Background: an optimization exercise with open tools, aiming at small area, a short achievable clock period and few clock cycles per item. Do not read the settings as production practice.
At most, simulation tests tie the RTL to the original design; equivalence was not proved.
No activity file was given, so power comes from the tool's default toggle rates.

## cache_top
module cache_top (
  input  logic                 clk,
  input  logic                 reset,
  input  logic                 proc_req,
  input  cache_pkg::req_type_t proc_type,
  input  cache_pkg::addr_t     proc_addr,
  input  cache_pkg::data_t     proc_wdata,
  output cache_pkg::data_t     proc_rdata,
  output logic                 proc_hit,
  output logic                 proc_ack,
  output logic                 mem_req,
  output logic                 mem_we,
  output cache_pkg::addr_t     mem_addr,
  output cache_pkg::data_t     mem_wdata,
  input  cache_pkg::data_t     mem_rdata,
  input  logic                 mem_ack
);
Size: roughly 200 I/O pins, ~0.044 mm² of cells after synthesis.
clock: 8.0 ns
lec_check: 0
abc_clock_period_in_ps: 2500
cap_margin: 20
core_margin: 2
core_utilization: 40
setup_slack_margin: 5
slew_margin: 20
run.sh (not shown) runs the stock make flow with config.mk's settings and CLKGATE_MAP_FILE= SYNTH_SCRIPT=/design/flow/synth_recipe.tcl, a recipe that flattens the netlist after the stock synthesis.
Change:
- ABC_CLOCK_PERIOD_IN_PS: 2500 -> 3000
- CORE_UTILIZATION: 40 -> 55
- CTS_CLUSTER_SIZE: default -> 30
- SETUP_SLACK_MARGIN: 5 -> 4.5
=> Design area falls by 1.5%; non-clock buffer count falls by 70; core utilization goes up by 18 points; synthesized area does not change; worst setup slack is about the same; sequential cell count stays the same; die area falls by 27%.
Change:
- CORE_UTILIZATION: 55 -> 40
- CTS_CLUSTER_SIZE: 30 -> default
The new run completed without violations.
Cell area climbs slightly.
Die area is higher by well over a third.
Sequential power is about the same.
Non-clock buffer count rises by 12.
Global-route usage came out lower by 7.5 points.
Total power came out higher slightly.
Worst setup slack gains 66 ps.
Clock-buffer cell count came out lower by 8.
Clock power rises by a few percent.
No run of this note included a check of the RTL's function; only the layout flow was run.

========
## alpha
Another version of the RTL of cache_top (not shown whole).
For scale: ~2500 cells after synthesis, about 200 I/O pins, ~44000 um2 of cells after synthesis.
## cache_top
module cache_top (
  input  logic                 clk,
  input  logic                 reset,
  input  logic                 proc_req,
  input  cache_pkg::req_type_t proc_type,
  input  cache_pkg::addr_t     proc_addr,
  input  cache_pkg::data_t     proc_wdata,
  output cache_pkg::data_t     proc_rdata,
  output logic                 proc_hit,
  output logic                 proc_ack,
  output logic                 mem_req,
  output logic                 mem_we,
  output cache_pkg::addr_t     mem_addr,
  output cache_pkg::data_t     mem_wdata,
  input  cache_pkg::data_t     mem_rdata,
  input  logic                 mem_ack
);
==> flow/config.mk <==
export PLATFORM = sky130hd
export DESIGN_NAME = cache_top
export DESIGN_NICKNAME = cache_top
export VERILOG_FILES = /design/flow/design.v
export SDC_FILE = /design/flow/constraint.sdc
export NUM_CORES = 4
export LEC_CHECK = 0
export ABC_CLOCK_PERIOD_IN_PS = 2000
export CAP_MARGIN = 20
export CORE_MARGIN = 2
export CORE_UTILIZATION = 40
export SETUP_SLACK_MARGIN = 5
export SLEW_MARGIN = 20
==> flow/constraint.sdc <==
create_clock -name core_clock -period 8.0 [get_ports {clk}]
set_input_delay 1.6000 -clock core_clock [delete_from_list [all_inputs] [get_ports {clk}]]
set_output_delay 1.6000 -clock core_clock [all_outputs]
set_load 0.01 [all_outputs]
alpha: done, clean on timing, DRC and antenna
--- input diff alpha..beta ---
Settings: SETUP_SLACK_MARGIN removed (was 5); ABC_CLOCK_PERIOD_IN_PS removed (was 2000).
Results
In summary, beta completed successfully, with a layout that passed the timing, design-rule and antenna checks. Of alpha and beta, the run reporting the lower proportion of power drawn by flip-flops and latches was alpha. Vias: beta below alpha. Sequential fraction of total cell area in beta is 4.1 points higher than in alpha. In terms of layout sequential cell count, alpha and beta differ only marginally. Of alpha and beta, the lower non-clock buffer count belongs to beta. Summary: with alpha as the reference, net switching component of the power in beta moved down by a few percent. Overall track demand over capacity in global routing: beta < alpha. On cell area after placement, alpha and beta are basically level. For the share of layout cells above drive strength 1, beta came in 12 points lower than alpha did. Comparing the two runs side by side, beta comes out ahead of alpha on final routed wirelength across all metal layers. Between alpha and beta, detailed-route vias per instance is higher for alpha, beta comes in under that.
No run of this note included a check of the RTL's function; only the layout flow was run.

========
cache_top, a different RTL version from the one above (not shown whole).
For scale: ~2400 cells after synthesis, about 1100 flip-flops.
// cache_top
module cache_top (
  input  logic                 clk,
  input  logic                 reset,
  input  logic                 proc_req,
  input  cache_pkg::req_type_t proc_type,
  input  cache_pkg::addr_t     proc_addr,
  input  cache_pkg::data_t     proc_wdata,
  output cache_pkg::data_t     proc_rdata,
  output logic                 proc_hit,
  output logic                 proc_ack,
  output logic                 mem_req,
  output logic                 mem_we,
  output cache_pkg::addr_t     mem_addr,
  output cache_pkg::data_t     mem_wdata,
  input  cache_pkg::data_t     mem_rdata,
  input  logic                 mem_ack
);
  localparam int S = cache_pkg::NUM_SETS;
  cache_pkg::tag_t  tags0 [S];
  cache_pkg::tag_t  tags1 [S];
  cache_pkg::data_t words0 [S];
  cache_pkg::data_t words1 [S];
  logic [S-1:0]     valid0, valid1, dirty0, dirty1;
  logic [S-1:0]     lru;           
  logic              st_idle;      
  logic              st_evict;     
  logic              st_evrel;     
  logic              st_refill;    
  cache_pkg::data_t  wa;           
  cache_pkg::data_t  wb;           
  logic              sel_resp;     
  cache_pkg::data_t  res;          
  logic [29:0]       maddr;        
  logic              way_q;        
  logic              commit;       
  logic              dirty_we_q;
  logic              dirty_val_q;
  logic              tag_we_q;     
  cache_pkg::index_t idx;
  cache_pkg::tag_t   ptag;
  logic is_read, is_write, is_init;
  logic m0, m1, hit, victim, vdirty, sel_way, evict;
  cache_pkg::tag_t  t0, t1, vtag;
  cache_pkg::data_t w0, w1, vword, oword;
  assign idx      = proc_addr[4:2];
  assign ptag     = proc_addr[31:5];
  assign is_read  = (proc_type == cache_pkg::REQ_READ);
  assign is_write = (proc_type == cache_pkg::REQ_WRITE);
  assign is_init  = proc_type[1];
  assign t0 = tags0[idx];
  assign t1 = tags1[idx];
  assign w0 = words0[idx];
  assign w1 = words1[idx];
  assign m0      = valid0[idx] && (t0 == ptag);
  assign m1      = valid1[idx] && (t1 == ptag);
  assign hit     = m0 | m1;
  assign victim  = lru[idx];
  assign vdirty  = victim ? (valid1[idx] & dirty1[idx]) : (valid0[idx] & dirty0[idx]);
  assign vtag    = victim ? t1 : t0;
  assign vword   = victim ? w1 : w0;
  ...
==> flow/config.mk <==
export PLATFORM = sky130hd
export DESIGN_NAME = cache_top
export DESIGN_NICKNAME = cache_top
export VERILOG_FILES = /design/flow/design.v
export SDC_FILE = /design/flow/constraint.sdc
export NUM_CORES = 4
export LEC_CHECK = 0
export CAP_MARGIN = 20
export CORE_MARGIN = 2
export CORE_UTILIZATION = 60
export CTS_BUF_LIST = sky130_fd_sc_hd__clkbuf_16
export CTS_CLUSTER_DIAMETER = 100
export CTS_CLUSTER_SIZE = 30
export SETUP_SLACK_MARGIN = 4.5
export SLEW_MARGIN = 20
export TNS_END_PERCENT = 10
==> flow/constraint.sdc <==
create_clock -name core_clock -period 8.0 [get_ports {clk}]
set_input_delay 1.6000 -clock core_clock [delete_from_list [all_inputs] [get_ports {clk}]]
set_output_delay 1.6000 -clock core_clock [all_outputs]
set_load 0.01 [all_outputs]
The baseline passed the timing, design-rule and antenna checks.
Change:
--- a/flow/config.mk
+++ b/flow/config.mk
@@ -8,5 +8,5 @@
 export CAP_MARGIN = 20
 export CORE_MARGIN = 2
-export CORE_UTILIZATION = 60
+export CORE_UTILIZATION = 40
 export CTS_BUF_LIST = sky130_fd_sc_hd__clkbuf_16
 export CTS_CLUSTER_DIAMETER = 100
@@ -14,3 +14,2 @@
 export SETUP_SLACK_MARGIN = 4.5
 export SLEW_MARGIN = 20
-export TNS_END_PERCENT = 10
The new run completed with no timing, DRC or antenna violations.
Wire length rose by 8.0%.
Power grows by 2.7%.
Synthesized cell count is unchanged.
Global-route usage shrinks by 8.5 points.
Flip-flop and latch count is unchanged.
Utilization falls by 21 points.
No functional check of the RTL was part of any run of this note.

========
Setup of wip/indigo:
The RTL this note starts from:
==> flow/design.v <==
package cache_pkg;
  localparam int ADDR_BITS = 32;           
  localparam int DATA_BITS = 32;           
  localparam int NUM_SETS  = 8;
  localparam int NUM_WAYS  = 2;
  localparam int INDEX_LSB = 2;            
  localparam int TAG_LSB   = 5;            
  localparam int INDEX_BITS = TAG_LSB - INDEX_LSB;
  localparam int TAG_BITS   = ADDR_BITS - TAG_LSB;
  typedef logic [ADDR_BITS-1:0]  addr_t;
  typedef logic [DATA_BITS-1:0]  data_t;
  typedef logic [TAG_BITS-1:0]   tag_t;
  typedef logic [INDEX_BITS-1:0] index_t;
  typedef logic [1:0]            req_type_t;
  typedef logic                  way_t;    
  localparam req_type_t REQ_READ  = 2'd0;
  localparam req_type_t REQ_WRITE = 2'd1;
  localparam req_type_t REQ_INIT  = 2'd2;   
endpackage
`timescale 1ns/1ps
module cache_top (
  input  logic                 clk,
  input  logic                 reset,
  input  logic                 proc_req,
  input  cache_pkg::req_type_t proc_type,
  input  cache_pkg::addr_t     proc_addr,
  input  cache_pkg::data_t     proc_wdata,
  output cache_pkg::data_t     proc_rdata,
  output logic                 proc_hit,
  output logic                 proc_ack,
  output logic                 mem_req,
  output logic                 mem_we,
  output cache_pkg::addr_t     mem_addr,
  output cache_pkg::data_t     mem_wdata,
  input  cache_pkg::data_t     mem_rdata,
  input  logic                 mem_ack
);
  localparam int S = cache_pkg::NUM_SETS;
  cache_pkg::tag_t  tags0 [S];
  cache_pkg::tag_t  tags1 [S];
  cache_pkg::data_t words0 [S];
  cache_pkg::data_t words1 [S];
  logic [S-1:0]     valid0, valid1, dirty0, dirty1;
  logic [S-1:0]     lru;           
  logic              st_idle;      
  logic              st_evict;     
  logic              st_evrel;     
  logic              st_refill;    
  cache_pkg::data_t  wa;           
  cache_pkg::data_t  wb;           
  logic              sel_resp;     
  logic [29:0]       maddr;        
  logic              way_q;        
  logic              commit;       
  logic              dirty_we_q;   
  logic              dirty_val_q;
  logic              tag_we_q;     
  cache_pkg::index_t idx;
  cache_pkg::tag_t   ptag;
  logic is_read, is_write, is_init;
  logic m0, m1, hit, victim, vdirty, sel_way, evict;
  cache_pkg::tag_t  t0, t1, vtag;
  cache_pkg::data_t w0, w1, vword, oword;
  assign idx      = proc_addr[4:2];
  assign ptag     = proc_addr[31:5];
  assign is_read  = (proc_type == cache_pkg::REQ_READ);
  assign is_write = (proc_type == cache_pkg::REQ_WRITE);
  assign is_init  = proc_type[1];
  assign t0 = tags0[idx];
  assign t1 = tags1[idx];
  assign w0 = words0[idx];
  assign w1 = words1[idx];
  assign m0      = valid0[idx] && (t0 == ptag);
  assign m1      = valid1[idx] && (t1 == ptag);
  assign hit     = m0 | m1;
  assign victim  = lru[idx];
  assign vdirty  = victim ? (valid1[idx] & dirty1[idx]) : (valid0[idx] & dirty0[idx]);
  assign vtag    = victim ? t1 : t0;
  assign vword   = victim ? w1 : w0;
  assign oword   = victim ? w0 : w1;
  assign sel_way = m1 | (~m0 & victim);      
  assign evict   = ~is_init & vdirty;
  logic go, done_now, miss_go;
  assign go       = st_idle & proc_req;
  assign done_now = go & (hit | is_init);                 
  assign miss_go  = go & ~hit & ~is_init & ~mem_ack;      
  always_ff @(posedge clk) begin
    if (reset) begin
      st_idle   <= 1'b1;
      st_evict  <= 1'b0;
      st_evrel  <= 1'b0;
      st_refill <= 1'b0;
      proc_ack  <= 1'b0;
      mem_req   <= 1'b0;
      commit    <= 1'b0;
    end else begin
      st_idle   <= (st_idle & ~done_now & ~miss_go) | (proc_ack & ~proc_req);
      st_evict  <= (miss_go & vdirty) | (st_evict & ~mem_ack);
      st_evrel  <= (st_evict | st_evrel) & mem_ack;
      st_refill <= (miss_go & ~vdirty) | ((st_evrel | st_refill) & ~mem_ack);
      proc_ack  <= done_now | (st_refill & mem_ack) | (proc_ack & proc_req);
      mem_req   <= miss_go | ((st_evict | st_evrel | st_refill) & ~mem_ack);
      commit    <= done_now | (st_refill & mem_ack);
    end
  end
  always_ff @(posedge clk) begin
    if (st_idle) begin
      wa          <= is_read ? oword : proc_wdata;
      wb          <= vword;
      maddr       <= {evict ? vtag : ptag, idx};
      mem_we      <= vdirty;
      dirty_val_q <= is_write;
      dirty_we_q  <= ~(is_read & hit);
      way_q       <= sel_way;
      sel_resp    <= is_read & (victim ? m1 : m0);
      tag_we_q    <= is_init | ~hit;
      proc_hit    <= hit & ~is_init;
    end
    if (st_evrel) begin
      maddr  <= {ptag, idx};
      mem_we <= 1'b0;
    end
    if (st_refill) begin
      wa       <= is_write ? proc_wdata : mem_rdata;
      sel_resp <= 1'b0;
      proc_hit <= 1'b0;
    end
  end
  cache_pkg::index_t cidx;
  assign cidx = maddr[2:0];
  always_ff @(posedge clk) begin
    if (commit) begin
      if (way_q) begin
        if (tag_we_q)   tags1[cidx]  <= maddr[29:3];
        if (dirty_we_q) words1[cidx] <= wa;
      end else begin
        if (tag_we_q)   tags0[cidx]  <= maddr[29:3];
        if (dirty_we_q) words0[cidx] <= wa;
      end
    end
  end
  always_ff @(posedge clk) begin
    if (reset) begin
      valid0 <= '0;
      valid1 <= '0;
      dirty0 <= '0;
      dirty1 <= '0;
      lru    <= '0;
    end else if (commit) begin
      lru[cidx] <= ~way_q;
      if (way_q) begin
        valid1[cidx] <= 1'b1;
        if (dirty_we_q) dirty1[cidx] <= dirty_val_q;
      end else begin
        valid0[cidx] <= 1'b1;
        if (dirty_we_q) dirty0[cidx] <= dirty_val_q;
      end
    end
  end
  assign proc_rdata = sel_resp ? wb : wa;
  assign mem_wdata  = wb;
  assign mem_addr   = {maddr, 2'b00};
endmodule
Settings: LEC_CHECK=0, CAP_MARGIN=20, CORE_MARGIN=2, CORE_UTILIZATION=60, CTS_BUF_LIST=sky130_fd_sc_hd__clkbuf_16, CTS_CLUSTER_DIAMETER=80, CTS_CLUSTER_SIZE=24, SETUP_SLACK_MARGIN=4.7, SLEW_MARGIN=20, TNS_END_PERCENT=10; clock period 8.0 ns.
Testbench counts of wip/indigo, summed over its fixed seeds: cycles 45,681, requests 12,000.
The following lists how wip/cedar was set up differently from wip/indigo:
Settings: CORE_UTILIZATION now 40, was 60; TNS_END_PERCENT no longer set, was 10; SETUP_SLACK_MARGIN now 4.5, was 4.7.
--- outcome ---
Timing, DRC, antenna: 0 failures across wip/cedar and wip/indigo
wip/indigo leaves less setup margin than wip/cedar.
Max first-pass GRT wire length across wip/cedar and wip/indigo: wip/cedar
Looking at final cell area excluding filler cells, wip/cedar sits about 1.3% higher than wip/indigo does.
--- input diff wip/cedar..wip/harbor ---
Settings: an added TNS_END_PERCENT of 5; a change of CORE_UTILIZATION from 40 to 65.
Total cell area at the placement stage ended up about 1.5% lower on wip/harbor than on wip/cedar. Clock network fraction of design power sits lower in wip/harbor than in wip/cedar. From wip/cedar to wip/harbor the numbers moved as follows: initial core utilization went up by 25 points, via total after detailed routing went down by 202, detailed route wirelength on metal3 went up by 14%. Both conditions hold for wip/harbor: the flow ran to the end and the final layout passed the timing, design-rule and antenna checks. wip/harbor has post-route cell area below what wip/cedar had. DRC violation total after the first TritonRoute iteration (higher): wip/cedar. Looking at critical path's largest stage delay, wip/harbor sits above wip/cedar. wip/harbor vs wip/cedar — leakage component of the power dropped by a few percent. Post-synthesis cell count came out exactly the same in wip/harbor and wip/cedar.
--- input diff wip/harbor..wip/raven ---
Settings: SETUP_SLACK_MARGIN changed from 4.5 to 4.3.
==> comparison <==
On count of multi-input gates, wip/harbor and wip/raven are basically level.
Looking at via count of the first global-routing pass, wip/raven sits 0.60% higher than wip/harbor does.
wip/raven ended up with proc_addr[4] as its beginning of the critical path; wip/harbor ended up with proc_addr[3].
Any difference in area of placed instances between wip/raven and wip/harbor is small enough to ignore.
The final reports for wip/raven and wip/harbor show average detailed-routed wire length per instance lower in the former.
Delta (wip/raven minus wip/harbor): first-pass GRT wire length climbed 1.3%; final period utilization fell 0.55 points.
Higher number of inserted filler cells in the final layout among wip/harbor and wip/raven: wip/harbor
wip/raven ends up with a portion of total power attributed to the clock network that is 0.4 points higher than in wip/harbor.

[what the ideal ports hide]
No port has a modelled driver above. Below, the same layouts with a new extraction and two added sets of constraints. Step 1 assumes that a clkbuf_16 drives the clock port and a buf_2 every other input. Step 2 also shifts input and output timing later by t, the mid clock arrival at the registers, as if the neighbouring blocks saw the same clock. Three values: ideal ports, drivers, drivers and shift; two values: the first two.
| run | t (ns) | setup WS [ns] | latest minus earliest clock arrival (ns) | slew at the worst register clock pin (ns) |
|---|---|---|---|---|
| the first run of note 1 | 0.736 | 3.623 / 3.230 / 2.494 | 0.023 / 0.024 | 0.07 / 0.07 |
| the second run of note 1 | 0.724 | 3.625 / 3.086 / 2.363 | 0.025 / 0.025 | 0.07 / 0.07 |
| the third run of note 1 | 0.764 | 3.691 / 3.316 / 2.552 | 0.038 / 0.038 | 0.07 / 0.07 |
| alpha | 0.754 | 4.216 / 4.216 / 4.216 | 0.025 / 0.025 | 0.07 / 0.07 |
| beta | 0.745 | 2.647 / 2.647 / 2.647 | 0.032 / 0.032 | 0.06 / 0.06 |
| the first run of note 3 | 0.692 | 4.213 / 3.944 / 3.253 | 0.027 / 0.027 | 0.12 / 0.12 |
| the second run of note 3 | 0.724 | 4.181 / 3.874 / 3.150 | 0.041 / 0.041 | 0.12 / 0.12 |
| wip/indigo | 0.705 | 4.188 / 3.978 / 3.273 | 0.026 / 0.026 | 0.10 / 0.10 |
| wip/cedar | 0.756 | 4.251 / 3.860 / 3.104 | 0.046 / 0.046 | 0.10 / 0.10 |
| wip/harbor | 0.689 | 4.120 / 3.984 / 3.295 | 0.033 / 0.033 | 0.10 / 0.10 |
| wip/raven | 0.698 | 4.163 / 3.823 / 3.126 | 0.037 / 0.037 | 0.10 / 0.10 |
After both steps every run listed still meets setup and hold. The setup slack of the second run of note 1, which loses most, moves by -0.539 ns with the drivers and by -1.262 ns with both steps.
